Source: an optimization exercise on an open RTL-to-GDS flow (aim: small area, a short achievable clock period and few clock cycles). Production flows keep margins and buffers that such runs may drop.
No run shown here included a check of the RTL's function; only the layout flow was run.
No activity file was given, so power comes from the tool's default toggle rates.

## run.sh

```bash
#!/bin/bash
# synth_recipe.tcl (not shown) runs the flow's synth.tcl, then flattens the netlist and writes it again
# the make line also repeats each setting of config.mk as NAME=value (left out here)
make -C /OpenROAD-flow-scripts/flow DESIGN_CONFIG=/design/flow/config.mk WORK_HOME=/design/flow/orfs CLKGATE_MAP_FILE= SYNTH_SCRIPT=/design/flow/synth_recipe.tcl finish
```

## config.mk

```make
export PLATFORM = sky130hd
export DESIGN_NAME = sprite_frame_animator
export DESIGN_NICKNAME = sprite_frame_animator
export VERILOG_FILES = /design/flow/design.v
export SDC_FILE = /design/flow/constraint.sdc
export NUM_CORES = 4
export LEC_CHECK = 0
export ABC_AREA = 1
export CAP_MARGIN = 20
export CORE_MARGIN = 2
export CORE_UTILIZATION = 40
export SETUP_SLACK_MARGIN = 3.5
export SLEW_MARGIN = 20
```

## constraint.sdc

```tcl
create_clock -name core_clock -period 6.5 [get_ports {i_clk}]
set_input_delay 1.3000 -clock core_clock [delete_from_list [all_inputs] [get_ports {i_clk}]]
set_output_delay 1.3000 -clock core_clock [all_outputs]
set_load 0.01 [all_outputs]
```

## design.v

```verilog
    localparam logic [1:0] ACT_BEGIN  = 2'd0;
    localparam logic [1:0] ACT_UPDATE = 2'd1;
    localparam logic [1:0] ACT_PIXEL  = 2'd2;
    localparam logic [1:0] KIND_CLEAR = 2'd0;
    localparam logic [1:0] KIND_FETCH = 2'd1;
    localparam logic [1:0] KIND_FILL  = 2'd2;
    localparam logic [2:0] REG_POS_X       = 3'd0;
    localparam logic [2:0] REG_POS_Y       = 3'd1;
    localparam logic [2:0] REG_PIXEL_SCALE = 3'd2;
    localparam logic [2:0] REG_SPRITE_W    = 3'd3;
    localparam logic [2:0] REG_SPRITE_H    = 3'd4;
    localparam logic [2:0] REG_FRAME_TOTAL = 3'd5;
    localparam logic [2:0] REG_INTERVAL    = 3'd6;
    localparam logic [2:0] REG_COLOR_KEY   = 3'd7;
`default_nettype none
module sprite_frame_animator (
    input  wire logic        i_clk,
    input  wire logic        i_rst_n,
    input  wire logic        i_in_valid,
    output logic             o_in_stall,
    input  wire logic [49:0] i_in_data,
    output logic             o_out_valid,
    input  wire logic        i_out_stall,
    output logic [90:0]      o_out_data,
    input  wire logic        i_cfg_valid,
    output logic             o_cfg_ready,
    input  wire logic [2:0]  i_cfg_index,
    input  wire logic [15:0] i_cfg_data
);
    localparam logic [1:0] ACT_BEGIN  = 2'd0;
    localparam logic [1:0] ACT_UPDATE = 2'd1;
    localparam logic [1:0] ACT_PIXEL  = 2'd2;
    localparam logic [1:0] KIND_CLEAR = 2'd0;
    localparam logic [1:0] KIND_FETCH = 2'd1;
    localparam logic [1:0] KIND_FILL  = 2'd2;
    localparam logic [2:0] REG_POS_X       = 3'd0;
    localparam logic [2:0] REG_POS_Y       = 3'd1;
    localparam logic [2:0] REG_PIXEL_SCALE = 3'd2;
    localparam logic [2:0] REG_SPRITE_W    = 3'd3;
    localparam logic [2:0] REG_SPRITE_H    = 3'd4;
    localparam logic [2:0] REG_FRAME_TOTAL = 3'd5;
    localparam logic [2:0] REG_INTERVAL    = 3'd6;
    localparam logic [2:0] REG_COLOR_KEY   = 3'd7;
    localparam logic [2:0] S_IDLE  = 3'd0;
    localparam logic [2:0] S_FETCH = 3'd1;
    localparam logic [2:0] S_CLR   = 3'd2;
    localparam logic [2:0] S_STEP  = 3'd3;
    localparam logic [2:0] S_PROD  = 3'd4;
    localparam logic [2:0] S_XY    = 3'd5;
    localparam logic [2:0] S_WAIT  = 3'd6;
    logic [10:0] r_pos_x, r_pos_y;
    logic [3:0]  r_scale;
    logic [6:0]  r_w, r_h;          
    logic [7:0]  r_f;               
    logic [15:0] r_interval;
    logic [15:0] r_key;
    logic [9:0]  r_cw, r_ch;        
    logic [12:0] r_wh;              
    logic [19:0] r_base;            
    logic [31:0] r_last;
    logic [16:0] r_lim;             
    logic [7:0]  r_cur;
    logic [5:0]  r_col, r_row;
    logic        r_drawing;
    logic [2:0]  r_st;
    logic        r_busy;
    logic        r_upd;             
    logic [7:0]  r_n;               
    logic        r_valid;
    logic [1:0]  r_kind;
    logic [11:0] r_x, r_y;
    logic [15:0] r_color;
    logic [1:0]  in_act;
    logic [31:0] in_now;
    logic [15:0] in_color;
    assign in_act   = i_in_data[49:48];
    assign in_now   = i_in_data[47:16];
    assign in_color = i_in_data[15:0];
    logic out_free, take;
    assign out_free    = !r_valid || !i_out_stall;
    assign o_in_stall  = r_busy || !out_free;
    assign o_cfg_ready = !r_busy;
    assign take        = i_in_valid && !o_in_stall;
    logic cfg_we;
    assign cfg_we = i_cfg_valid && !r_busy;
    logic [15:0] last_hi_inc;
    logic        lo_ge, hi_eq0, hi_eq1, lim_ge0, lim_ge1, due;
    always_comb begin
        for (int i = 0; i < 16; i++) begin
            last_hi_inc[i] = r_last[16 + i] ^ (&(r_last[31:16] | ~16'((17'd1 << i) - 17'd1)));
        end
    end
    assign lo_ge       = in_now[15:0] >= r_last[15:0];
    assign hi_eq0      = in_now[31:16] == r_last[31:16];
    assign hi_eq1      = in_now[31:16] == last_hi_inc;
    assign lim_ge0     = {1'b0, in_now[15:0]} >= r_lim;
    assign lim_ge1     = {1'b1, in_now[15:0]} >= r_lim;
    assign due         = lo_ge ? (!hi_eq0 || lim_ge0) : (!hi_eq1 || lim_ge1);
    logic keyed;
    assign keyed = in_color == r_key;
    logic [6:0] col_inc, row_inc;
    logic       col_end, row_end, first_col, first_row;
    assign col_inc   = {1'b0, r_col} + 7'd1;
    assign row_inc   = {1'b0, r_row} + 7'd1;
    assign col_end   = col_inc >= r_w;
    assign row_end   = row_inc >= r_h;
    assign first_col = r_col == 6'd0;
    assign first_row = r_row == 6'd0;
    logic [11:0] x_add, y_add;
    assign x_add = r_x + {8'd0, r_scale};
    assign y_add = r_y + {8'd0, r_scale};
    logic x_step, y_step;
    assign x_step = r_n[5:0] > ~r_col;
    assign y_step = (r_n[5:0] > ~r_row) || (!first_col && r_n[5:0] == ~r_row);
    logic [7:0]  cur_inc;
    logic        cur_lt, cur_eq;
    assign cur_inc = r_cur + 8'd1;
    assign cur_lt  = cur_inc < r_f;
    assign cur_eq  = cur_inc == r_f;
    logic [19:0] base_sum;
    assign base_sum = r_base + {7'd0, r_wh};
    logic [12:0] s_ext, h_ext;
    assign s_ext = {9'd0, r_scale};
    assign h_ext = {6'd0, r_h};
    logic cfg_rc;
    assign cfg_rc = cfg_we && (i_cfg_index <= REG_SPRITE_H);
    logic upd_go, upd_fast, upd_wrap;
    assign upd_go   = take && in_act == ACT_UPDATE && due;
    assign upd_fast = upd_go && cur_lt;
    assign upd_wrap = upd_go && cur_eq;
    logic step_wrap;
    assign step_wrap = r_upd && cur_eq;
    always_ff @(posedge i_clk) begin
        if (!i_rst_n) begin
            r_pos_x    <= 11'd0;
            r_pos_y    <= 11'd0;
            r_scale    <= 4'd1;
            r_w        <= 7'd20;
            r_h        <= 7'd20;
            r_f        <= 8'd1;
            r_interval <= 16'd100;
            r_key      <= 16'd0;
        end else if (cfg_we) begin
            case (i_cfg_index)
                REG_POS_X:       r_pos_x <= i_cfg_data[10:0];
                REG_POS_Y:       r_pos_y <= i_cfg_data[10:0];
                REG_PIXEL_SCALE: r_scale <= i_cfg_data[3:0];
                REG_SPRITE_W:
                    r_w <= (i_cfg_data[6:0] == 7'd0) ? 7'd1 :
                           (i_cfg_data[6:0] > 7'd64) ? 7'd64 : i_cfg_data[6:0];
                REG_SPRITE_H:
                    r_h <= (i_cfg_data[6:0] == 7'd0) ? 7'd1 :
                           (i_cfg_data[6:0] > 7'd64) ? 7'd64 : i_cfg_data[6:0];
                REG_FRAME_TOTAL:
                    r_f <= (i_cfg_data[7:0] == 8'd0) ? 8'd1 : i_cfg_data[7:0];
                REG_INTERVAL:    r_interval <= i_cfg_data;
                default:         r_key <= i_cfg_data;
            endcase
        end
    end
    always_ff @(posedge i_clk) begin
        if (r_st == S_PROD) begin
            r_cw <= {r_cw[8:0], 1'b0} + (s_ext[r_n[3:0]] ? {3'd0, r_w} : 10'd0);
            r_ch <= {r_ch[8:0], 1'b0} + (s_ext[r_n[3:0]] ? {3'd0, r_h} : 10'd0);
            r_wh <= {r_wh[11:0], 1'b0} + (h_ext[r_n[3:0]] ? {6'd0, r_w} : 13'd0);
        end
    end
    always_ff @(posedge i_clk) begin
        if (!i_rst_n) begin
            r_st      <= S_PROD;
            r_busy    <= 1'b1;
            r_upd     <= 1'b0;
            r_n       <= 8'd12;
            r_last    <= 32'd0;
            r_cur     <= 8'd0;
            r_col     <= 6'd0;
            r_row     <= 6'd0;
            r_drawing <= 1'b0;
            r_valid   <= 1'b0;
        end else begin
            if (r_valid && !i_out_stall) begin
                r_valid <= 1'b0;
            end
            case (r_st)
                S_IDLE: begin
                    if (cfg_rc) begin
                        r_st   <= S_PROD;
                        r_busy <= 1'b1;
                        r_n    <= 8'd12;
                    end
                    if (cfg_we && i_cfg_index == REG_INTERVAL) begin
                        r_st   <= S_WAIT;
                        r_busy <= 1'b1;
                    end
                    if (take) begin
                        case (in_act)
                            ACT_BEGIN: begin
                                r_last    <= in_now;
                                r_cur     <= 8'd0;
                                r_col     <= 6'd0;
                                r_row     <= 6'd0;
                                r_drawing <= 1'b1;
                                r_valid   <= 1'b1;
                                r_st      <= S_WAIT;
                                r_busy    <= 1'b1;
                            end
                            ACT_UPDATE: begin
                                if (due) begin
                                    r_last    <= in_now;
                                    r_col     <= 6'd0;
                                    r_row     <= 6'd0;
                                    r_drawing <= 1'b1;
                                    r_busy    <= 1'b1;
                                    if (cur_lt) begin
                                        r_cur   <= cur_inc;
                                        r_valid <= 1'b1;
                                        r_st    <= S_FETCH;
                                    end else if (cur_eq) begin
                                        r_cur   <= 8'd0;
                                        r_valid <= 1'b1;
                                        r_st    <= S_FETCH;
                                    end else begin
                                        r_cur   <= 8'd0;
                                        r_n     <= cur_inc;
                                        r_upd   <= 1'b1;
                                        r_st    <= S_STEP;
                                    end
                                end
                            end
                            ACT_PIXEL: begin
                                if (r_drawing) begin
                                    r_valid <= !keyed;
                                    if (col_end) begin
                                        r_col <= 6'd0;
                                        if (row_end) begin
                                            r_row     <= 6'd0;
                                            r_drawing <= 1'b0;
                                        end else begin
                                            r_row <= row_inc[5:0];
                                        end
                                    end else begin
                                        r_col <= col_inc[5:0];
                                    end
                                end
                            end
                            default: ;
                        endcase
                    end
                end
                S_WAIT: begin
                    r_st   <= S_IDLE;
                    r_busy <= 1'b0;
                end
                S_FETCH: begin
                    if (out_free) begin
                        r_valid <= 1'b1;
                        r_st    <= S_IDLE;
                        r_busy  <= 1'b0;
                    end
                end
                S_CLR: begin
                    if (out_free) begin
                        r_valid <= 1'b1;
                        r_upd   <= 1'b0;
                        r_st    <= S_FETCH;
                    end
                end
                S_PROD: begin
                    r_n <= r_n - 8'd1;
                    if (r_n[3:0] == 4'd0) begin
                        r_st  <= S_STEP;
                        r_n   <= r_cur;
                        r_cur <= 8'd0;
                    end
                end
                S_STEP: begin
                    if (r_n == 8'd0) begin
                        r_st <= r_upd ? S_CLR : S_XY;
                        r_n  <= 8'd62;
                    end else begin
                        r_n   <= r_n - 8'd1;
                        r_cur <= step_wrap ? 8'd0 : cur_inc;
                    end
                end
                S_XY: begin
                    r_n <= r_n - 8'd1;
                    if ((!x_step && !y_step) || r_n == 8'd0) begin
                        r_st   <= S_IDLE;
                        r_busy <= 1'b0;
                    end
                end
                default: begin
                    r_st   <= S_IDLE;
                    r_busy <= 1'b0;
                end
            endcase
        end
    end
    always_ff @(posedge i_clk) begin
        r_lim <= {1'b0, r_last[15:0]} + {1'b0, r_interval};
    end
    always_ff @(posedge i_clk) begin
        if (r_st == S_STEP) begin
            if (r_n != 8'd0) begin
                r_base <= step_wrap ? 20'd0 : base_sum;
            end
        end else if (r_st == S_PROD) begin
            r_base <= 20'd0;
        end else if (r_st == S_IDLE && take) begin
            if (in_act == ACT_BEGIN || upd_wrap || (upd_go && !cur_lt)) begin
                r_base <= 20'd0;
            end else if (upd_fast) begin
                r_base <= base_sum;
            end
        end
    end
    always_ff @(posedge i_clk) begin
        case (r_st)
            S_IDLE: begin
                if (take) begin
                    case (in_act)
                        ACT_BEGIN: begin
                            r_kind  <= KIND_FETCH;
                            r_x     <= 12'd0;
                            r_y     <= 12'd0;
                            r_color <= 16'd0;
                        end
                        ACT_UPDATE: begin
                            if (due) begin
                                r_kind  <= KIND_CLEAR;
                                r_x     <= {1'b0, r_pos_x};
                                r_y     <= {1'b0, r_pos_y};
                                r_color <= 16'd0;
                            end
                        end
                        ACT_PIXEL: begin
                            if (r_drawing) begin
                                r_kind  <= KIND_FILL;
                                r_color <= in_color;
                                r_x     <= first_col ? {1'b0, r_pos_x} : x_add;
                                if (first_col) begin
                                    r_y <= first_row ? {1'b0, r_pos_y} : y_add;
                                end
                            end
                        end
                        default: ;
                    endcase
                end
            end
            S_FETCH: begin
                if (out_free) begin
                    r_kind  <= KIND_FETCH;
                    r_x     <= 12'd0;
                    r_y     <= 12'd0;
                    r_color <= 16'd0;
                end
            end
            S_CLR: begin
                r_kind  <= KIND_CLEAR;
                r_x     <= {1'b0, r_pos_x};
                r_y     <= {1'b0, r_pos_y};
                r_color <= 16'd0;
            end
            S_STEP: begin
                r_x <= {1'b0, r_pos_x};
                r_y <= {1'b0, r_pos_y};
            end
            S_XY: begin
                if (x_step) r_x <= x_add;
                if (y_step) r_y <= y_add;
            end
            default: ;
        endcase
    end
    logic [9:0] out_w, out_h;
    always_comb begin
        case (r_kind)
            KIND_CLEAR: begin
                out_w = r_cw;
                out_h = r_ch;
            end
            KIND_FILL: begin
                out_w = {6'd0, r_scale};
                out_h = {6'd0, r_scale};
            end
            default: begin
                out_w = 10'd0;
                out_h = 10'd0;
            end
        endcase
    end
    assign o_out_valid = r_valid;
    assign o_out_data  = {r_kind, r_x, r_y, out_w, out_h, r_color, r_cur, r_base,
                          r_kind != KIND_CLEAR};
endmodule
`default_nettype wire
```

==> metrics list, run 1 <==
- The multi-input combinational cells in the finished layout cover a total of 9350 um2.
* Final-report max-slew violation count: 0
- The region available for standard cell placement spans 38700 um2.
* Share of synthesized flip-flops with an asynchronous set or reset: 0%
* Gr usage total: 22.0%
- Final net count: 2435
- In this run the vertical extent of the chip is 202 um.
* # Max-Cap Violations: 0
- Estimated wirelength of the detail-placed design: 33200 um
* Die ar.: 41000 um2
- Clock tree from TritonCTS: done
- In the layout the commonest cells are inv_1, nand2_1, nor2_1, a21oi_1, dfxtp_1.
- Pin placement for this block handled 168 I/O pins.
- The startpoint identified for the worst hold timing path is r_last[19].
* Flop and latch count out of synthesis: 259
- Initial Utilization: 40.6%
- Initial antenna violation count: 1
* Warnings from Yosys: 1
- Number of cells produced by synthesis: 1973
* Total congestion overflow after global routing: 0
- The via count of the first global-routing pass is 13847.
- At the worst endpoint, the arrival time is 1.87 ns.
- Entering global routing, the biggest net connects 64 pins.
- Crit Reg-Reg Endpoint: r_wh[11]
- Cts hold-fix bufs: 0
- Setup violations remaining at the end of the flow were counted as 0.
- In the final layout, the share of cells above drive strength 1 is 18.0%.
- Setup TNS Final: 0 ns
- The count of nets left with antenna violations once routing finished came out at 0.
- The average instance in the mapped netlist occupies 7.98 um2.
* Deepest clock path buffer count: 3
* Type of element capturing the critical path: output pin
- Met1 track demand over resource: 27.3%
- Across the VDD grid, the largest voltage drop is 258 uV.
- Launching point of the worst reg2reg path: r_n[0]
* Drt drc: 0
* Netlist Area Pre-Place: 15700 um2
* Count of TritonRoute iterations in the first routing pass: 5
- Area delta synth->final: 31.6%
- Netlist cell types: 64
* Final worst setup slack: 3.33 ns
* Post-route core utilization: 53.5%
- Instance count after placement with tap cells included: 2621
* Htree depth: 1
- Across the whole layout, storage elements account for 6160 um2.
- Across all layers, the routed design uses 14219 vias.
- Timing analysis after detailed placement gives a worst setup slack of 2.01 ns.
* CTS root buf: clkbuf_16
* DRC violation total after the first TritonRoute iteration: 830
- The first global-routing pass estimated 72700 um of wire.
- Worst-margin pin slew: 0.854 ns
- The worst register-to-register path has a setup slack of 3.61 ns.
* GR Util met3: 4.43%
- Headroom to the max-slew limit: 43.0%
- Yosys mapped a number of flops with a built-in enable equal to 95.
* Net count after synthesis: 2187
- Power spread over the standard cell area amounts to 395 nW/um2.
- Sequential fraction of the synthesis area: 39.0%
- Clock tree synthesis inserted a total of 31 buffers.
* Final standard cell count with taps included and fillers excluded: 2764
- F_max: 0.315 GHz
* Total number of placement rows: 72
- Most common cell after layout, fill and taps aside: inv_1
- In this run the worst path has a maximum fanout of 5.
- After clock tree synthesis, the clock-pin slew on the worst setup and hold paths is 0.07 ns.
- Min-delay worst type: reg -> reg
* Final Hold Violating Endpoints: 0
* Buffers added on ports: 167
- Routability-driven placement finished with a final weighted congestion of 0.915.
- Met2 track demand over resource in global routing: 38.1%
* Filler Cells Inserted: 3658
* Kind of critical path: reg -> out
* Gr busiest metal: met2
- Result of the run: no timing/DRC/antenna violations
- The clock reaches the later pin of the worst-skew pair after 0.58 ns.
* Most frequently used flop master after synthesis: dfxtp_1
* Routed wire length: 46800 um
- The analysis attributes to cell leakage a power of 0.00882 uW.
- Per-cell routed wire length: 16.9 um
- FF-to-FF path depth: 18
- Setup repair after global routing could not meet its margin everywhere.
- The tree built by TritonCTS fans out to 259 sinks.
- Between clock sinks in the finished design, the worst skew comes to 0.0230 ns.
- After layout, the worst path uses 48.8% of the clock period.
- Data on the critical path is required at its endpoint by 5.20 ns.
- Worst hold path stage count: 2
* Via-per-instance ratio: 5.14
- ANT cells: 0
- The worst hold path terminates at r_last[19].
- The worst setup path is launched from a flip-flop.
- Horizontal extent of the die: 202 um
- The worst path needs 3.17 ns of the cycle, external delays included.
-- state kept, by name, summed over array words and instances, names as in the netlist, 6 cells and up --
name,count
r_x,12
r_last,32
r_w,7
r_color,16
r_cur,8
r_lim,17
r_y,12
r_n,8
r_base,20
r_h,7
r_ch,10
r_row,6
r_f,8
r_pos_y,11
r_interval,16
r_key,16
r_col,6
r_wh,13
r_cw,10
r_pos_x,11
-- what timing repair did --
item	in CTS	in global routing
endpoints found under the setup margin	198	182
gates cloned	6	4
pin swaps	47	83
resized for setup	275	154
buffers inserted	31	43
-- cell families (layout without fill, tap and decap cells) --
group | Yosys count | in the layout | synth area share (%)
buf+inv | 342 | 607 | 8.57
compound gates | 454 | 454 | 16.3
simple gates | 684 | 692 | 19.5
xor+xnor | 94 | 94 | 5.23
fa+ha+maj | 140 | 140 | 11.5
flops | 259 | 259 | 39.0
-- stage by stage --
stage          cell area (um2)  total power [uW]  hold slack, ns
4_1_cts                  19800              7930           0.475
6_report                 20700              8180           0.473
3_5_place_dp             18300              5890           0.467
2_1_floorplan            16100              4740           0.442
3_3_place_gp             18200              5820           0.455
5_1_grt                  20700              8720           0.500
-- final cells by class --
type                    count  area share (%)
repair buffers            252            11.6
well taps                 518            3.13
repair inverters            1          0.0785
clock buffers              49            4.46
inverters                 296            5.57
flip-flops and latches    259            29.7
multi-input cells        1380            45.1
clock inverters             9           0.362
-- report_power, final --
group	leakage [uW]	internal, uW	switching [uW]
sequential	0.00226	2260	333
combinational	0.00606	1660	2220
clock	0.000497	1010	695
-- layer usage --
layer,vias to the layer above,wire (um),part of all wire [%]
li1,7121,-,-
met1,6662,20100,43
met2,340,22500,48
met3,96,2640,5.7
met4,0,1550,3.3
met5,-,0,0
-- cells in the mapped netlist (4+ instances only) --
master	count	share of area [%]
a31oi_1	4	0.16
a32o_1	9	0.57
nand4_1	28	1.1
nand2_2	4	0.16
inv_2	9	0.21
dfxtp_1	164	21
o21ai_0	142	4.5
o21bai_1	7	0.33
o211ai_1	13	0.62
a21o_1	5	0.24
clkbuf_1	34	0.81
fa_1	7	0.89
a221oi_1	5	0.28
a211oi_1	6	0.29
inv_1	280	6.7
or2_0	4	0.16
ha_1	133	11
edfxtp_1	95	18
inv_4	4	0.16
o22ai_1	6	0.24
nor3_1	24	0.76
nor2_1	219	5.2
nor2_4	11	0.79
xor2_1	66	3.7
nor2_2	10	0.40
nand2_1	275	6.6
a21oi_1	192	6.1
o2111ai_1	4	0.22
nand3_1	83	2.6
o31ai_1	6	0.29
o21ai_1	29	0.92
buf_4	5	0.24
or2_2	6	0.24
buf_2	4	0.13
xnor2_1	28	1.6
-- how the worst max path moves through the flow --
stage	start	to
after floorplan	i_in_data[26]	r_base[0]
after global placement	i_in_data[27]	r_base[13]
after detailed placement	i_in_data[48]	r_x[10]
after CTS	r_kind[1]	o_out_data[90]
after global routing	r_kind[1]	o_out_data[57]
final	r_kind[1]	o_out_data[57]
-- worst max-delay path, cell delays in order, from the launching register on --
cell,delay [ns]
edfxtp_1,0.55
or2_4,0.33
buf_6,0.13
o21ai_2,0.12
buf_2,0.16
==> run 2: changes to the inputs <==
--- a/config.mk
+++ b/config.mk
@@ -5,7 +5,6 @@
 export SDC_FILE = /design/flow/constraint.sdc
 export NUM_CORES = 4
 export LEC_CHECK = 0
-export ABC_AREA = 1
 export CAP_MARGIN = 20
 export CORE_MARGIN = 2
 export CORE_UTILIZATION = 40
==> run 2 against run 1 <==
Compared with the run above:
- cell area fell by 0.87%
- highest routed layer is now met5
- hold slack worse by 0.013 ns
- final cell count fell by 9.8%
- power down 8.0%
- still clean on timing, DRC and antenna
- clock skew up 0.0017 ns
==> metrics list, run 2 <==
- The number of library cell types mapped by synthesis was 77 (was 64).
- Final net count: 2160 (was 2435)
- The number of top-level design ports is 168 (unchanged).
- Clock tree from TritonCTS: done (unchanged)
- The number of filler instances in the final layout is 3473 (was 3658).
- Initial Utilization: 40.4% (was 40.6%)
* Number of antenna-violating nets in the routed design: 0 (unchanged)
* Horizontal extent of the die: 201 um (was 202 um)
- Unrepaired setup endpoints after global routing: true (unchanged)
* Arrival time at the worst endpoint: 3.87 ns (was 1.87 ns)
- Headroom to the max-slew limit: 29.1% (was 43.0%)
- The number of clock sinks came to 259 (unchanged).
- Net count after synthesis: 1921 (was 2187)
* Final standard cell count with taps included and fillers excluded: 2492 (was 2764)
- Cell repeated most along the worst path: buf_6
* Estimated wirelength of the detail-placed design: 31200 um (was 33200 um)
- Post-route core utilization: 53.4% (was 53.5%)
- The startpoint-to-endpoint class of the critical path was in -> reg (was reg -> out).
- Gr usage total: 21.7% (was 22.0%)
- Most common cell in the netlist: nand2_1 (was inv_1)
- Per-cell routed wire length: 18.4 um (was 16.9 um)
- The cell-internal power came to 4810 uW (was 4930 uW).
- The count of cells along the worst hold path is 2 (unchanged).
- Type of element capturing the critical path: flip-flop (was output pin)
* Final Critical Period: 3.64 ns (was 3.17 ns)
- The register bit count reported by yosys was 259 (unchanged).
- Peak fanout along the critical path: 5 (unchanged)
* Netlist Area Pre-Place: 15500 um2 (was 15700 um2)
* Total area of sequential cells: 6150 um2 (was 6160 um2)
- Routed wire length: 45900 um (was 46800 um)
* Switching Fraction: 36.0% (was 39.8%)
* Share of power burned in the clock network: 25.8% (was 20.8%)
- The post-synthesis instance total was 1707 (was 1973).
- The final cycle utilization of the critical path was 56.0% (was 48.8%).
* Result of the run: no timing/DRC/antenna violations (unchanged)
- The most common library cell in the layout ignoring fill and taps is nand2_1 (was inv_1).
- The net load switching power was 2710 uW (was 3250 uW).
- # Max-Cap Violations: 0 (unchanged)
* Deepest clock path buffer count: 3 (unchanged)
- The final estimated routing congestion in global placement is 0.874 (was 0.915).
- The count of TritonRoute iterations in the first routing pass came to 5 (unchanged).
- The area enclosed by the die boundary came to 40400 um2 (was 41000 um2).
* Avg Cell Area, Syn: 9.10 um2 (was 7.98 um2)
* Buffers added on ports: 167 (unchanged)
- The post-route DRC violation count came to 0 (unchanged).
- The core area is 38500 um2 (was 38700 um2).
- The number of placed instances with taps included came to 2339 (was 2621).
* Highest ir drop seen on vdd: 202 uV (was 258 uV)
- The initial DRC count came to 871 (was 830).
- The clock buffer count from CTS came to 34 (was 31).
- Warnings from Yosys: 1 (unchanged)
* FF-to-FF path depth: 13 (was 18)
* First-pass GRT wire length: 70200 um (was 72700 um)
- The leakage power total came to 0.00821 uW (was 0.00882 uW).
- Cell types with the highest counts after synthesis: nand2_1, dfxtp_1, nor2_1, ha_1, a21oi_1 (was inv_1, nand2_1, nor2_1, a21oi_1, dfxtp_1)
- The highest clock rate is 0.275 GHz (was 0.315 GHz).
- The post-route setup TNS is 0 ns (unchanged).
* Share of synthesized flip-flops with an asynchronous set or reset: 0% (unchanged)
- The hold-fix buffer count after cts came to 0 (unchanged).
* Via-per-instance ratio: 5.40 (was 5.14)
- Fraction of final layout cells sized beyond drive strength 1: 16.6% (was 18.0%)
- Area delta synth->final: 32.3% (was 31.6%)
- Chain of cells forming the critical path: buf_8, ha_4, a21o_1, a211oi_4, o211ai_1, o31a_1, o211a_1, buf_6, a211oi_4, o21ai_4, buf_6, a21boi_4, buf_6 (was or2_4, buf_6, o21ai_2, buf_2).
* Max reg flops: 32 (unchanged)
- The post-synthesis cell type with the largest combined area is dfxtp_1 (unchanged).
- Total number of placement rows: 72 (unchanged)
* Maximum number of pins on one net before global-route repair: 74 (was 64)
* Setup crit start: i_in_data[29] (was r_kind[1])
* Initial antenna violation count: 4 (was 1)
- Final Setup Violations: 0 (unchanged)
* Chip Height: 201 um (was 202 um)
* CTS root buf: clkbuf_16 (unchanged)
* Via total after detailed routing: 13453 (was 14219)
* Min-delay worst type: reg -> reg (unchanged)
- Launching point of the worst reg2reg path: r_cur[2] (was r_n[0])
- Sequential fraction of the synthesis area: 39.5% (was 39.0%)
- The final hold violation count came to 0 (unchanged).
- The fraction of power consumed by sequential logic is 33.8% (was 31.6%).
- The library cell contributing the largest single delay on the critical path is o31a_1 (was edfxtp_1).
- The global route total overflow came to 0 (unchanged).
- Post-Route Skew: 0.0246 ns (was 0.0230 ns)
* Leading post-synthesis cells by cell area: dfxtp_1, edfxtp_1, ha_1 (unchanged)
* Register clock-pin slew on the reported worst setup and hold paths: 0.06 ns (was 0.07 ns)
* Most frequently used flop master after synthesis: dfxtp_1 (unchanged)
- Multi-input combinational cell area: 9510 um2 (was 9350 um2)
* Proportion of power drawn by combinational gates: 40.4% (was 47.5%)
- Area share of the leading cell type in the synthesized netlist: 21.1% (was 20.9%)
- Number of synthesized flops with an enable pin: 95 (unchanged)
* Final-report max-slew violation count: 0 (unchanged)
* Largest registers in the final layout: r_last (32), r_base (20), r_lim (17) (unchanged)
- Most flops, register: r_last (unchanged)
- The required time at the endpoint of the critical path came to 6.73 ns (was 5.20 ns).
- Worst Setup Start Kind: input pin (was flip-flop)
* Insertion delay of the later-clocked pin in the worst-skew pair: 0.53 ns (was 0.58 ns)
* Worst Hold Launch: r_interval[3] (was r_last[19])
* Delay of the slowest critical-path stage: 0.33 ns (was 0.55 ns)
* Htree depth: 2 (was 1)
* Most used cells in the layout excluding fill and tap cells: nand2_1, dfxtp_1, nor2_1, clkdlybuf4s50_1, ha_1 (was inv_1, nand2_1, nor2_1, a21oi_1, dfxtp_1)
- Via count of the first global-routing pass: 13123 (was 13847)
- The total power per unit cell area is 366 nW/um2 (was 395 nW/um2).
- Worst-margin pin slew: 1.04 ns (was 0.854 ns)
run 2: cell count changes after synthesis, sizes merged, moves of 44 or more:
cell   previous run  this run
nor2            243       154
nand2           281       169
and2              0        44
a21oi           195       119
mux2i             0        76
inv             293       106
o21ai           175        83
run 2: worst paths after layout:
path,to,slack (ns)
setup / recovery,r_base[2],2.86
hold / removal,r_interval[3],0.46
setup reg to reg,r_base[18],3.09
hold reg to reg,r_interval[3],0.46
run 2: cell type report:
type,instances,share of cell area (%)
multi-input cells,1282,46.3
inverters,106,2.00
diodes,2,0.0244
flip-flops and latches,259,29.9
repair buffers,263,13.0
clock buffers,44,4.57
clock inverters,18,1.03
well taps,518,3.15
run 2: power by group through the flow:
stage / Sequential, uW / Clock, uW / Combinational [uW]
3_3_place_gp: 2560 / 0 / 2440
4_1_cts: 2530 / 1990 / 2850
5_1_grt: 2580 / 2050 / 3320
3_5_place_dp: 2560 / 0 / 2490
2_1_floorplan: 2470 / 0 / 1650
6_report: 2540 / 1940 / 3040
run 2: routing by layer:
metal	part of all wire [%]	vias up	track usage, %
met3	6.6	91	4.12
met1	43	6388	27.9
li1	-	6530	-
met2	47	438	36.3
met4	3.1	6	7.67
met5	0.091	-	0
run 2: repair_timing:
item | CTS | global route
setup endpoints to repair | 248 | 253
pin swaps | 38 | 65
gates resized for setup | 164 | 160
buffers inserted | 45 | 32
gates cloned | 10 | 2
run 2: kinds of logic after synthesis:
logic type      synth area share (%)
mux                             5.26
xor+xnor                        6.88
fa+ha+maj                       11.6
simple gates                    17.8
buf+inv                         4.39
compound gates                  14.5
flops                           39.5
run 2: critical path, delay by kind of cell:
kind / cells / cell delay, ns
adder cells (fa/ha/maj): 1 / 0.21
buffers and inverters: 4 / 0.55
AO/OA/AOI/OAI: 8 / 1.81
run 2: stage by stage:
stage	cell area, um2	hold WS, ns	power, uW	setup slack [ns]
after floorplan	15700	0.436	4120	2.65
after global placement	17800	0.446	5000	1.47
after detailed placement	17800	0.451	5060	1.42
after CTS	19900	0.458	7360	2.82
after global routing	20500	0.484	7950	2.84
final	20500	0.460	7520	2.86
==> run 3: changes to the inputs <==
--- a/design.v
+++ b/design.v
@@ -48,6 +48,7 @@
     localparam logic [2:0] S_PROD  = 3'd4;
     localparam logic [2:0] S_XY    = 3'd5;
     localparam logic [2:0] S_WAIT  = 3'd6;
+    localparam logic [2:0] S_PINIT = 3'd7;
     logic [10:0] r_pos_x, r_pos_y;
     logic [3:0]  r_scale;
     logic [6:0]  r_w, r_h;          
@@ -68,6 +69,7 @@
     logic [7:0]  r_n;               
     logic        r_valid;
     logic [1:0]  r_kind;
+    logic        r_isclr;           
     logic [11:0] r_x, r_y;
     logic [15:0] r_color;
     logic [1:0]  in_act;
@@ -109,19 +111,21 @@
     logic [11:0] x_add, y_add;
     assign x_add = r_x + {8'd0, r_scale};
     assign y_add = r_y + {8'd0, r_scale};
-    logic x_step, y_step;
-    assign x_step = r_n[5:0] > ~r_col;
-    assign y_step = (r_n[5:0] > ~r_row) || (!first_col && r_n[5:0] == ~r_row);
+    logic [5:0] t;
+    logic       prod, px_step, py_step, x_step, y_step;
+    assign t       = ~r_n[5:0];
+    assign prod    = r_st == S_PROD;
+    assign px_step = {1'b0, t} < r_w;
+    assign py_step = {1'b0, t} < r_h;
+    assign x_step  = prod ? px_step : (t < r_col);
+    assign y_step  = prod ? py_step : ((t < r_row) || (!first_col && t == r_row));
     logic [7:0]  cur_inc;
     logic        cur_lt, cur_eq;
     assign cur_inc = r_cur + 8'd1;
     assign cur_lt  = cur_inc < r_f;
     assign cur_eq  = cur_inc == r_f;
     logic [19:0] base_sum;
-    assign base_sum = r_base + {7'd0, r_wh};
-    logic [12:0] s_ext, h_ext;
-    assign s_ext = {9'd0, r_scale};
-    assign h_ext = {6'd0, r_h};
+    assign base_sum = r_base + (prod ? {13'd0, r_w} : {7'd0, r_wh});
     logic cfg_rc;
     assign cfg_rc = cfg_we && (i_cfg_index <= REG_SPRITE_H);
     logic upd_go, upd_fast, upd_wrap;
@@ -159,18 +163,18 @@
         end
     end
     always_ff @(posedge i_clk) begin
-        if (r_st == S_PROD) begin
-            r_cw <= {r_cw[8:0], 1'b0} + (s_ext[r_n[3:0]] ? {3'd0, r_w} : 10'd0);
-            r_ch <= {r_ch[8:0], 1'b0} + (s_ext[r_n[3:0]] ? {3'd0, r_h} : 10'd0);
-            r_wh <= {r_wh[11:0], 1'b0} + (h_ext[r_n[3:0]] ? {6'd0, r_w} : 13'd0);
+        if (prod && x_step) r_cw <= x_add[9:0];
+        if (prod && y_step) begin
+            r_ch <= y_add[9:0];
+            r_wh <= base_sum[12:0];
         end
     end
     always_ff @(posedge i_clk) begin
         if (!i_rst_n) begin
-            r_st      <= S_PROD;
+            r_st      <= S_PINIT;
             r_busy    <= 1'b1;
             r_upd     <= 1'b0;
-            r_n       <= 8'd12;
+            r_n       <= 8'd63;
             r_last    <= 32'd0;
             r_cur     <= 8'd0;
             r_col     <= 6'd0;
@@ -184,9 +188,9 @@
             case (r_st)
                 S_IDLE: begin
                     if (cfg_rc) begin
-                        r_st   <= S_PROD;
+                        r_st   <= S_PINIT;
                         r_busy <= 1'b1;
-                        r_n    <= 8'd12;
+                        r_n    <= 8'd63;
                     end
                     if (cfg_we && i_cfg_index == REG_INTERVAL) begin
                         r_st   <= S_WAIT;
@@ -265,9 +269,12 @@
                         r_st    <= S_FETCH;
                     end
                 end
+                S_PINIT: begin
+                    r_st <= S_PROD;
+                end
                 S_PROD: begin
                     r_n <= r_n - 8'd1;
-                    if (r_n[3:0] == 4'd0) begin
+                    if (r_n == 8'd0) begin
                         r_st  <= S_STEP;
                         r_n   <= r_cur;
                         r_cur <= 8'd0;
@@ -304,8 +311,10 @@
             if (r_n != 8'd0) begin
                 r_base <= step_wrap ? 20'd0 : base_sum;
             end
-        end else if (r_st == S_PROD) begin
+        end else if (r_st == S_PINIT || (prod && r_n == 8'd0)) begin
             r_base <= 20'd0;
+        end else if (prod) begin
+            if (y_step) r_base <= base_sum;
         end else if (r_st == S_IDLE && take) begin
             if (in_act == ACT_BEGIN || upd_wrap || (upd_go && !cur_lt)) begin
                 r_base <= 20'd0;
@@ -321,6 +330,7 @@
                     case (in_act)
                         ACT_BEGIN: begin
                             r_kind  <= KIND_FETCH;
+                            r_isclr <= 1'b0;
                             r_x     <= 12'd0;
                             r_y     <= 12'd0;
                             r_color <= 16'd0;
@@ -328,6 +338,7 @@
                         ACT_UPDATE: begin
                             if (due) begin
                                 r_kind  <= KIND_CLEAR;
+                                r_isclr <= 1'b1;
                                 r_x     <= {1'b0, r_pos_x};
                                 r_y     <= {1'b0, r_pos_y};
                                 r_color <= 16'd0;
@@ -336,6 +347,7 @@
                         ACT_PIXEL: begin
                             if (r_drawing) begin
                                 r_kind  <= KIND_FILL;
+                                r_isclr <= 1'b0;
                                 r_color <= in_color;
                                 r_x     <= first_col ? {1'b0, r_pos_x} : x_add;
                                 if (first_col) begin
@@ -350,6 +362,7 @@
             S_FETCH: begin
                 if (out_free) begin
                     r_kind  <= KIND_FETCH;
+                    r_isclr <= 1'b0;
                     r_x     <= 12'd0;
                     r_y     <= 12'd0;
                     r_color <= 16'd0;
@@ -357,6 +370,7 @@
             end
             S_CLR: begin
                 r_kind  <= KIND_CLEAR;
+                r_isclr <= 1'b1;
                 r_x     <= {1'b0, r_pos_x};
                 r_y     <= {1'b0, r_pos_y};
                 r_color <= 16'd0;
@@ -365,7 +379,11 @@
                 r_x <= {1'b0, r_pos_x};
                 r_y <= {1'b0, r_pos_y};
             end
-            S_XY: begin
+            S_PINIT: begin
+                r_x <= 12'd0;
+                r_y <= 12'd0;
+            end
+            S_PROD, S_XY: begin
                 if (x_step) r_x <= x_add;
                 if (y_step) r_y <= y_add;
             end
@@ -373,24 +391,10 @@
         endcase
     end
     logic [9:0] out_w, out_h;
-    always_comb begin
-        case (r_kind)
-            KIND_CLEAR: begin
-                out_w = r_cw;
-                out_h = r_ch;
-            end
-            KIND_FILL: begin
-                out_w = {6'd0, r_scale};
-                out_h = {6'd0, r_scale};
-            end
-            default: begin
-                out_w = 10'd0;
-                out_h = 10'd0;
-            end
-        endcase
-    end
+    assign out_w = ({10{r_isclr}} & r_cw) | ({10{r_kind[1]}} & {6'd0, r_scale});
+    assign out_h = ({10{r_isclr}} & r_ch) | ({10{r_kind[1]}} & {6'd0, r_scale});
     assign o_out_valid = r_valid;
     assign o_out_data  = {r_kind, r_x, r_y, out_w, out_h, r_color, r_cur, r_base,
-                          r_kind != KIND_CLEAR};
+                          !r_isclr};
 endmodule
 `default_nettype wire
==> flow/run.sh (new file) <==
#!/bin/bash
# Layout: the standard ORFS flow, with the I/O port buffers inserted as buf_1 cells
# (the resizer upsizes those on critical paths). The full tool output goes to flow.log.
set -euo pipefail
export BUFFER_PORTS_ARGS="-buffer_cell sky130_fd_sc_hd__buf_1"
bash standard.sh > flow.log 2>&1
==> standard.sh (new file) <==
#!/bin/bash
# synth_recipe.tcl (not shown) runs the flow's synth.tcl, then flattens the netlist and writes it again
# the make line also repeats each setting of config.mk as NAME=value (left out here)
make -C /OpenROAD-flow-scripts/flow DESIGN_CONFIG=/design/flow/config.mk WORK_HOME=/design/flow/orfs CLKGATE_MAP_FILE= SYNTH_SCRIPT=/design/flow/synth_recipe.tcl "${@:-finish}"
removed: run.sh
==> run 3 against run 2 <==
Compared with the run above:
- largest cell class unchanged
- utilization is 2.8 points lower
- fmax rose by 1.3%
- highest routed layer is now met4
- power fell by 5.3%
==> metrics list, run 3 <==
* Result of the run: no timing/DRC/antenna violations (unchanged)
- Xor and xnor fraction of the mapped netlist area: 5.66% (was 6.88%)
* Final Hold Violating Endpoints: 0 (unchanged)
- Most common cell in the netlist: nand2_1 (unchanged)
* Final-report max-slew violation count: 0 (unchanged)
* Via-per-instance ratio: 5.44 (was 5.40)
* Final period util: 55.2% (was 56.0%)
- Flop and latch count out of synthesis: 260 (was 259)
- Count of TritonRoute iterations in the first routing pass: 5 (unchanged)
- The post-route setup TNS was 0 ns (unchanged).
* Highest ir drop seen on vdd: 208 uV (was 202 uV)
- Data required time at the worst endpoint: 6.79 ns (was 6.73 ns)
* Via total after detailed routing: 13230 (was 13453)
- The total power per unit cell area is 374 nW/um2 (was 366 nW/um2).
- Initial Utilization: 40.7% (was 40.4%)
* Most flops, register: r_last (unchanged)
- Share of synthesized flip-flops with an asynchronous set or reset: 0% (unchanged)
- The worst hold-check slack came to 0.452 ns (was 0.460 ns).
- Standard cell area after detailed placement: 16700 um2 (was 17800 um2)
* Register clock-pin slew on the reported worst setup and hold paths: 0.06 ns (about the same)
* Buffers added on ports: 167 (unchanged)
- Maximum number of pins on one net before global-route repair: 43 (was 74)
- Largest registers in the final layout: r_last (32), r_base (20), r_lim (17) (unchanged).
- The predominant post-synthesis flop cell is dfxtp_1 (unchanged).
- Unrepaired setup endpoints after global routing: true (unchanged)
- The internal reg-to-reg setup slack is 3.18 ns (was 3.09 ns).
- Leading post-synthesis cells by cell area: dfxtp_1, edfxtp_1, ha_1 (unchanged).
* Chip Height: 200 um (was 201 um)
* Post-Route Skew: 0.0143 ns (was 0.0246 ns)
- The number of rows created at floorplan is 71 (was 72).
- Multiplexer area fraction after synthesis: 3.60% (was 5.26%)
- Estimated wirelength of the detail-placed design: 32200 um (was 31200 um)
- Crit Reg-Reg Endpoint: r_base[8] (was r_base[18])
- Largest family of logic cells by synthesized area: simple AND/OR/NAND/NOR gates (unchanged)
* CTS buffer count: 30 (was 34)
* Worst Setup Start Kind: input pin (unchanged)
- Avg Cell Area, Syn: 9.05 um2 (was 9.10 um2)
* Initial antenna violation count: 2 (was 4)
- Number of antenna-violating nets in the routed design: 0 (unchanged)
* Most used cells in the layout excluding fill and tap cells: nand2_1, dfxtp_1, buf_1, a21oi_1, nor2_1 (was nand2_1, dfxtp_1, nor2_1, clkdlybuf4s50_1, ha_1)
- The launching element of the worst setup path is i_in_data[22] (was i_in_data[29]).
- The number of top-level design ports was 168 (unchanged).
- Type of element capturing the critical path: flip-flop (unchanged)
- The transition at the pin with the smallest max-transition slack was 1.04 ns (about the same).
- Max reg flops: 32 (unchanged)
* Kind of critical path: in -> reg (unchanged)
- Number of cells produced by synthesis: 1693 (was 1707)
- Final Critical Period: 3.59 ns (was 3.64 ns)
* Adder-cell share of the synthesized area: 10.6% (was 11.6%)
- The routed wire length per instance was 18.9 um (was 18.4 um).
* Sequential fraction of the synthesis area: 40.2% (was 39.5%)
* Area delta synth->final: 24.3% (was 32.3%)
- Cell types with the highest counts after synthesis: nand2_1, dfxtp_1, a21oi_1, nor2_1, ha_1 (was nand2_1, dfxtp_1, nor2_1, ha_1, a21oi_1)
- The number of enable flip-flop cells after synthesis was 96 (was 95).
- The capture point of the critical path is r_color[6] (was r_base[2]).
- The via count of the first global-routing pass came to 12664 (was 13123).
- The post-route DRC violation count is 0 (unchanged).
- Final net count: 2095 (was 2160)
- Yosys top cell by area: dfxtp_1 (unchanged)
- The initial DRC count came to 1014 (was 871).
- Die ar.: 39900 um2 (was 40400 um2)
- Most common cell after layout, fill and taps aside: nand2_1 (unchanged)
* Cts hold-fix bufs: 0 (unchanged)
* Deepest clock path buffer count: 3 (unchanged)
* Gr usage total: 22.1% (was 21.7%)
- Netlist cell types: 84 (was 77)
* F_max: 0.279 GHz (was 0.275 GHz)
- Final standard cell count with taps included and fillers excluded: 2430 (was 2492)
* Launching point of the worst reg2reg path: r_cur[0] (was r_cur[2])
- Warnings from Yosys: 1 (unchanged)
- The post-synthesis instance area is 15300 um2 (was 15500 um2).
- Leakage dissipation: 0.00718 uW (was 0.00821 uW)
- The final instance area was 19000 um2 (was 20500 um2).
- The TritonCTS clock tree was done (unchanged).
* Clock sinks: 260 (was 259)
- The global-route wire length before repair is 69200 um (was 70200 um).
* Horizontal extent of the die: 200 um (was 201 um)
- Peak fanout along the critical path: 9 (was 5)
* Core Box Area: 37700 um2 (was 38500 um2)
- The worst endpoint data arrival time was 3.88 ns (was 3.87 ns).
- The number of H-tree branching levels came to 1 (was 2).
- The number of placed instances with taps included is 2320 (was 2339).
* # Max-Cap Violations: 0 (unchanged)
* Routed wire length: 45800 um (was 45900 um)
- The synthesized-area fraction occupied by and/or/nand/nor cells came to 18.9% (was 17.8%).
- The post-synthesis net count was 1895 (was 1921).
* Headroom to the max-slew limit: 30.7% (was 29.1%)
- The top-area cell type share of the netlist area is 21.4% (was 21.1%).
* CTS root buf: clkbuf_16 (unchanged)
- Fraction of final layout cells sized beyond drive strength 1: 13.9% (was 16.6%)
* Synthesized-area fraction occupied by ao, oa, aoi and oai cells: 16.3% (was 14.5%)
- The global route total overflow was 0 (unchanged).
- The number of cells traversed by the worst register-to-register path is 13 (unchanged).
* Gp weighted congestion: 0.889 (was 0.874)
- Final Setup Violations: 0 (unchanged)
* Min-delay worst type: reg -> reg (unchanged)
- The source-to-sink clock delay at the later pin of the worst-skew pair came to 0.58 ns (was 0.53 ns).
[run 3: worst min-delay path by stage]
| stage | start | to | slack [ns] | depth (start not counted) |
|---|---|---|---|---|
| 2_1_floorplan | r_pos_y[3] | r_pos_y[3] | 0.44 | 2 |
| 3_3_place_gp | r_w[3] | r_w[3] | 0.44 | 2 |
| 3_5_place_dp | r_w[6] | r_w[6] | 0.45 | 2 |
| 4_1_cts | r_w[6] | r_w[6] | 0.46 | 2 |
| 5_1_grt | r_interval[14] | r_interval[14] | 0.48 | 2 |
| 6_report | r_w[6] | r_w[6] | 0.45 | 2 |
[run 3: logic make-up after synthesis]
group,Yosys count
simple gates,601
xor+xnor,99
buf+inv,167
compound gates,383
flops,260
mux,55
fa+ha+maj,128
[run 3: per-layer routing]
metal  GRT usage [%]  vias up  routed length (um)
met2            36.1      449               21300
met5               0        -                   0
met3            3.44      108                3300
li1                -     6423                   -
met4            8.40        0                1590
met1            29.6     6250               19600
[run 3: timing repair]
item / in CTS / in global routing
gates resized for setup: 86 / 91
endpoints found under the setup margin: 187 / 163
buffers inserted: 26 / 14
hold endpoints to repair: 0 / 0
cloned: 6 / 5
pin swaps: 35 / 32
[run 3: power breakdown]
| part | internal (uW) | leakage, uW | switching, uW |
|---|---|---|---|
| sequential | 2140 | 0.00226 | 214 |
| combinational | 1170 | 0.00436 | 1690 |
| clock | 1180 | 0.000563 | 718 |
[run 3: critical path: stages]
cell	delay [ns]
buf_6	0.11
ha_4	0.25
and4_1	0.20
nand2_1	0.06
o211ai_1	0.27
a2111o_1	0.26
a211oi_2	0.10
or2_4	0.29
or3_4	0.41
a221oi_4	0.33
buf_6	0.17
buf_16	0.13
[run 3: through the flow]
stage                     setup slack [ns]  utilization (%)  total power, uW
after floorplan                       2.36                -             3950
after global placement                1.62             44.2             4600
after detailed placement              1.65             44.2             4660
after CTS                             2.95             49.1             6820
after global routing                  2.81             50.6             7510
final                                 2.91             50.6             7120
[run 3: area by class of cell]
class / count / area, um2
inverters: 96 / 362
repair buffers: 236 / 1520
multi-input cells: 1269 / 9210
fillers: 3580 / 18600
clock buffers: 41 / 948
well taps: 511 / 639
diodes: 2 / 5.00
flip-flops and latches: 260 / 6170
clock inverters: 15 / 194
==> run 4: changes to the inputs <==
==> run.sh (new file) <==
#!/bin/bash
# synth_recipe.tcl (not shown) runs the flow's synth.tcl, then flattens the netlist and writes it again
# the make line also repeats each setting of config.mk as NAME=value (left out here)
make -C /OpenROAD-flow-scripts/flow DESIGN_CONFIG=/design/flow/config.mk WORK_HOME=/design/flow/orfs CLKGATE_MAP_FILE= SYNTH_SCRIPT=/design/flow/synth_recipe.tcl finish
removed: flow/run.sh
removed: standard.sh
==> run 4 against run 3 <==
Compared with the run above:
- clock power is 5% lower
- combinational power increased by 13%
- area after synthesis unchanged
- cell area rose by 6.9%
- setup slack worse by 0.14 ns
- critical path depth is 2 higher
- die area unchanged
- utilization up 3.5 points
- power increased by 3.9%
- critical endpoint is now r_color[15]
- largest power group unchanged
==> metrics list, run 4 <==
* Post-Route Skew: 0.0149 ns (was 0.0143 ns)
- Via-per-instance ratio: 5.44 (about the same)
* Unrepaired setup endpoints after global routing: true (unchanged)
- The met2 layer wire length in the routed design came to 22500 um (was 21300 um).
* Yosys top cell by area: dfxtp_1 (unchanged)
* Arrival time at the worst endpoint: 4.01 ns (was 3.88 ns)
- The met1 wire length was 20500 um (was 19600 um).
- The number of top-level design ports was 168 (unchanged).
- Deepest clock path buffer count: 3 (unchanged)
* Number of cells produced by synthesis: 1693 (unchanged)
- The worst hold-check slack is 0.454 ns (was 0.452 ns).
* # Max-Cap Violations: 0 (unchanged)
- The placed wire-length estimate after detailed placement came to 32400 um (was 32200 um).
- Delay of the slowest critical-path stage: 0.40 ns (was 0.41 ns)
- Final Critical Period: 3.73 ns (was 3.59 ns)
- Largest registers in the final layout: r_last (32), r_base (20), r_lim (17) (unchanged)
- The startpoint-to-endpoint class of the critical path is in -> reg (unchanged).
- Setup TNS Final: 0 ns (unchanged)
* Final Setup Violations: 0 (unchanged)
* CTS buffer count: 29 (was 30)
- The TritonCTS clock tree is done (unchanged).
- The most common cell in the netlist is nand2_1 (unchanged).
* First-pass GRT wire length: 72200 um (was 69200 um)
- Result of the run: no timing/DRC/antenna violations (unchanged)
- Buffers added on ports: 167 (unchanged)
- Switching Fraction: 36.2% (was 36.9%)
* Max reg flops: 32 (unchanged)
- Gr usage total: 23.1% (was 22.1%)
- Headroom to the max-slew limit: 18.0% (was 30.7%)
- The top register by number of flip-flops is r_last (unchanged).
- Worst-margin pin slew: 1.22 ns (was 1.04 ns)
- Flop and latch count out of synthesis: 260 (unchanged)
- The worst-case vdd ir drop is 232 uV (was 208 uV).
- Via total after detailed routing: 13333 (was 13230)
- Avg Cell Area, Syn: 9.05 um2 (unchanged)
- Total congestion overflow after global routing: 0 (unchanged)
- Most frequently used flop master after synthesis: dfxtp_1 (unchanged)
* CTS root buf: clkbuf_16 (unchanged)
- Die ar.: 39900 um2 (unchanged)
* Most common cell after layout, fill and taps aside: nand2_1 (unchanged)
- Leading post-synthesis cells by cell area: dfxtp_1, edfxtp_1, ha_1 (unchanged).
- Cell repeated most along the worst path: buf_12 (was buf_6)
* Fraction of final layout cells sized beyond drive strength 1: 17.2% (was 13.9%)
- The routed wire length came to 47200 um (was 45800 um).
- Post-placement worst setup slack: 1.29 ns (was 1.65 ns)
- The die span in y was 200 um (unchanged).
- Final period util: 57.4% (was 55.2%)
- Proportion of power drawn by combinational gates: 43.8% (was 40.2%)
- Horizontal extent of the die: 200 um (unchanged)
* Peak fanout along the critical path: 5 (was 9)
- Core Box Area: 37700 um2 (unchanged)
* Share of power burned in the clock network: 24.3% (was 26.7%)
* Chain of cells forming the critical path: clkdlybuf4s15_1, ha_1, o21a_1, o21ai_2, a21oi_2, nor4_2, a31o_2, or2_4, or3_4, a221oi_4, buf_12, buf_6, buf_12, buf_16 (was buf_6, ha_4, and4_1, nand2_1, o211ai_1, a2111o_1, a211oi_2, or2_4, or3_4, a221oi_4, buf_6, buf_16)
- Warnings from Yosys: 1 (unchanged)
* Netlist cell types: 84 (unchanged)
* Initial Utilization: 40.7% (unchanged)
* Slowest cell on crit path: or3_4 (unchanged)
* Area delta synth->final: 32.9% (was 24.3%)
- The number of H-tree branching levels was 1 (unchanged).
* Insertion delay of the later-clocked pin in the worst-skew pair: 0.57 ns (was 0.58 ns)
- Final Hold Violating Endpoints: 0 (unchanged)
- Data required time at the worst endpoint: 6.78 ns (was 6.79 ns)
- The number of clock sinks was 260 (unchanged).
- Routed wire length on met3: 2750 um (was 3300 um)
* P_int: 4720 uW (was 4500 uW)
- Post-route core utilization: 54.1% (was 50.6%)
* Highest Signal Layer: met5 (was met4)
- Sequential fraction of the synthesis area: 40.2% (unchanged)
- The total power per unit cell area is 363 nW/um2 (was 374 nW/um2).
- The initial DRC count is 1031 (was 1014).
- Gp weighted congestion: 0.926 (was 0.889)
- The net load switching power came to 2680 uW (was 2630 uW).
- The top-area cell type share of the netlist area was 21.4% (unchanged).
- The number of enable flip-flop cells after synthesis was 96 (unchanged).
- The via count of the first global-routing pass was 12892 (was 12664).
- Per-cell routed wire length: 19.2 um (was 18.9 um)
- Number of antenna-violating nets in the routed design: 0 (unchanged)
- Min-delay worst type: reg -> reg (unchanged)
- Cell types with the highest counts after synthesis: nand2_1, dfxtp_1, a21oi_1, nor2_1, ha_1 (unchanged).
- The final number of max-transition violations was 0 (unchanged).
* Sequential power share: 32.0% (was 33.1%)
- Worst Setup Start Kind: input pin (unchanged)
* Type of element capturing the critical path: flip-flop (unchanged)
* Net count after synthesis: 1895 (unchanged)
* F_max: 0.268 GHz (was 0.279 GHz)
- Maximum number of pins on one net before global-route repair: 86 (was 43)
* Drt drc: 0 (unchanged)
- Initial antenna violation count: 2 (unchanged)
* Final net count: 2119 (was 2095)
* Most used cells in the layout excluding fill and tap cells: nand2_1, dfxtp_1, a21oi_1, clkdlybuf4s50_1, nor2_1 (was nand2_1, dfxtp_1, buf_1, a21oi_1, nor2_1)
* Count of TritonRoute iterations in the first routing pass: 6 (was 5)
- Final worst setup slack: 2.77 ns (was 2.91 ns)
- Share of synthesized flip-flops with an asynchronous set or reset: 0% (unchanged)
- Filler Cells Inserted: 3407 (was 3580)
- The leakage power total was 0.00779 uW (was 0.00718 uW).
- Netlist Area Pre-Place: 15300 um2 (unchanged)
- The number of rows created at floorplan came to 71 (unchanged).
- The hold-fix buffer count after cts came to 0 (unchanged).
* Register clock-pin slew on the reported worst setup and hold paths: 0.06 ns (about the same)
-- run 4: cell counts after synthesis --
Identical to the previous run, type by type.
-- run 4: cell families (layout without fill, tap and decap cells) --
kind of cell	Yosys count	count (layout)	synth area share [%]
DFF	260	260	40.2
xor gates and xnor gates	99	99	5.66
adders and majority gates	128	128	10.6
muxes	55	55	3.60
and+or+nand+nor	601	601	18.9
other	0	1	0
AOI/OAI and AO/OA	383	387	16.3
buffers and inverters	167	410	4.59
-- run 4: critical path: cells and delay by family --
kind | cells | cell delay (ns)
simple gates | 3 | 0.72
fa+ha+maj | 1 | 0.31
compound gates | 5 | 0.98
buf+inv | 5 | 0.69
-- run 4: power groups by stage --
stage	sequential [uW]	clock (uW)	combinational, uW
floorplan	2400	0	1550
global placement	2380	0	2480
detailed placement	2390	0	2530
CTS	2350	1820	2970
global route	2400	1890	3500
finish	2360	1800	3240
-- run 4: path summary, 6_finish.rpt --
path / start / endpoint / slack, ns / cells after the start
hold / removal: r_w[3] / r_w[3] / 0.45 / 2
setup reg to reg: r_cur[4] / r_base[9] / 3.17 / 13
setup / recovery: i_in_data[29] / r_color[15] / 2.77 / 14
hold reg to reg: r_w[3] / r_w[3] / 0.45 / 2
-- run 4: area by class of cell --
| class | instances | area (um2) | area share [%] |
|---|---|---|---|
| clock inverters | 19 | 225 | 1.11 |
| multi-input cells | 1270 | 9360 | 46.0 |
| repair buffers | 260 | 2760 | 13.5 |
| inverters | 96 | 365 | 1.79 |
| flip-flops and latches | 260 | 6180 | 30.3 |
| well taps | 511 | 639 | 3.14 |
| diodes | 1 | 2.50 | 0.0123 |
| clock buffers | 35 | 832 | 4.09 |
-- run 4: routing by layer --
layer,vias up,GRT usage (%)
met5,-,0
met4,2,7.02
met3,111,3.49
met2,433,39.5
met1,6297,30.1
li1,6490,-
-- run 4: repair_timing --
action,CTS,global route
buffers inserted,45,19
endpoints found under the setup margin,262,232
gates resized for setup,214,118
pin swaps,58,46
gates cloned,13,4
-- run 4: metrics by stage --
step | area, um2 | power, uW | cells
2_1_floorplan | 15600 | 3950 | 1693
3_3_place_gp | 17700 | 4860 | 2316
3_5_place_dp | 17700 | 4920 | 2316
4_1_cts | 19800 | 7150 | 2428
5_1_grt | 20400 | 7780 | 2452
6_report | 20400 | 7400 | 2452

## afterwards: timing with drivers on the ports
The flow's constraints put no driver on any port. The routed layouts listed below were extracted and timed again, unchanged, in two steps.
Step 1 (the two cells are an assumption about what drives the block):
set clk [get_ports {i_clk}]
set_driving_cell -lib_cell sky130_fd_sc_hd__clkbuf_16 $clk
set_driving_cell -lib_cell sky130_fd_sc_hd__buf_2 [delete_from_list [all_inputs] $clk]
Step 2, shift: input delay + t, output delay - t, t = (earliest + latest rising clock arrival at the registers) / 2. This alone moves slack from input paths to output paths.
a / b / c = ideal ports / drivers / drivers and shift; a / b = the first two.
run | t, ns | setup slack, ns | hold slack, ns | slew at the worst register clock pin (ns)
run 1 | 0.623 | 3.326 / 3.272 / 2.859 | 0.473 / 0.473 / 0.473 | 0.07 / 0.07
run 2 | 0.577 | 2.863 / 2.877 / 2.300 | 0.460 / 0.460 / 0.460 | 0.06 / 0.06
run 3 | 0.623 | 2.911 / 2.928 / 2.305 | 0.452 / 0.452 / 0.452 | 0.07 / 0.07
run 4 | 0.627 | 2.767 / 2.794 / 2.167 | 0.454 / 0.454 / 0.454 | 0.07 / 0.07
After both steps every run listed still meets setup and hold. For run 3, which loses most, drivers alone change the setup slack by +0.017 ns; drivers and shift together by -0.606 ns.
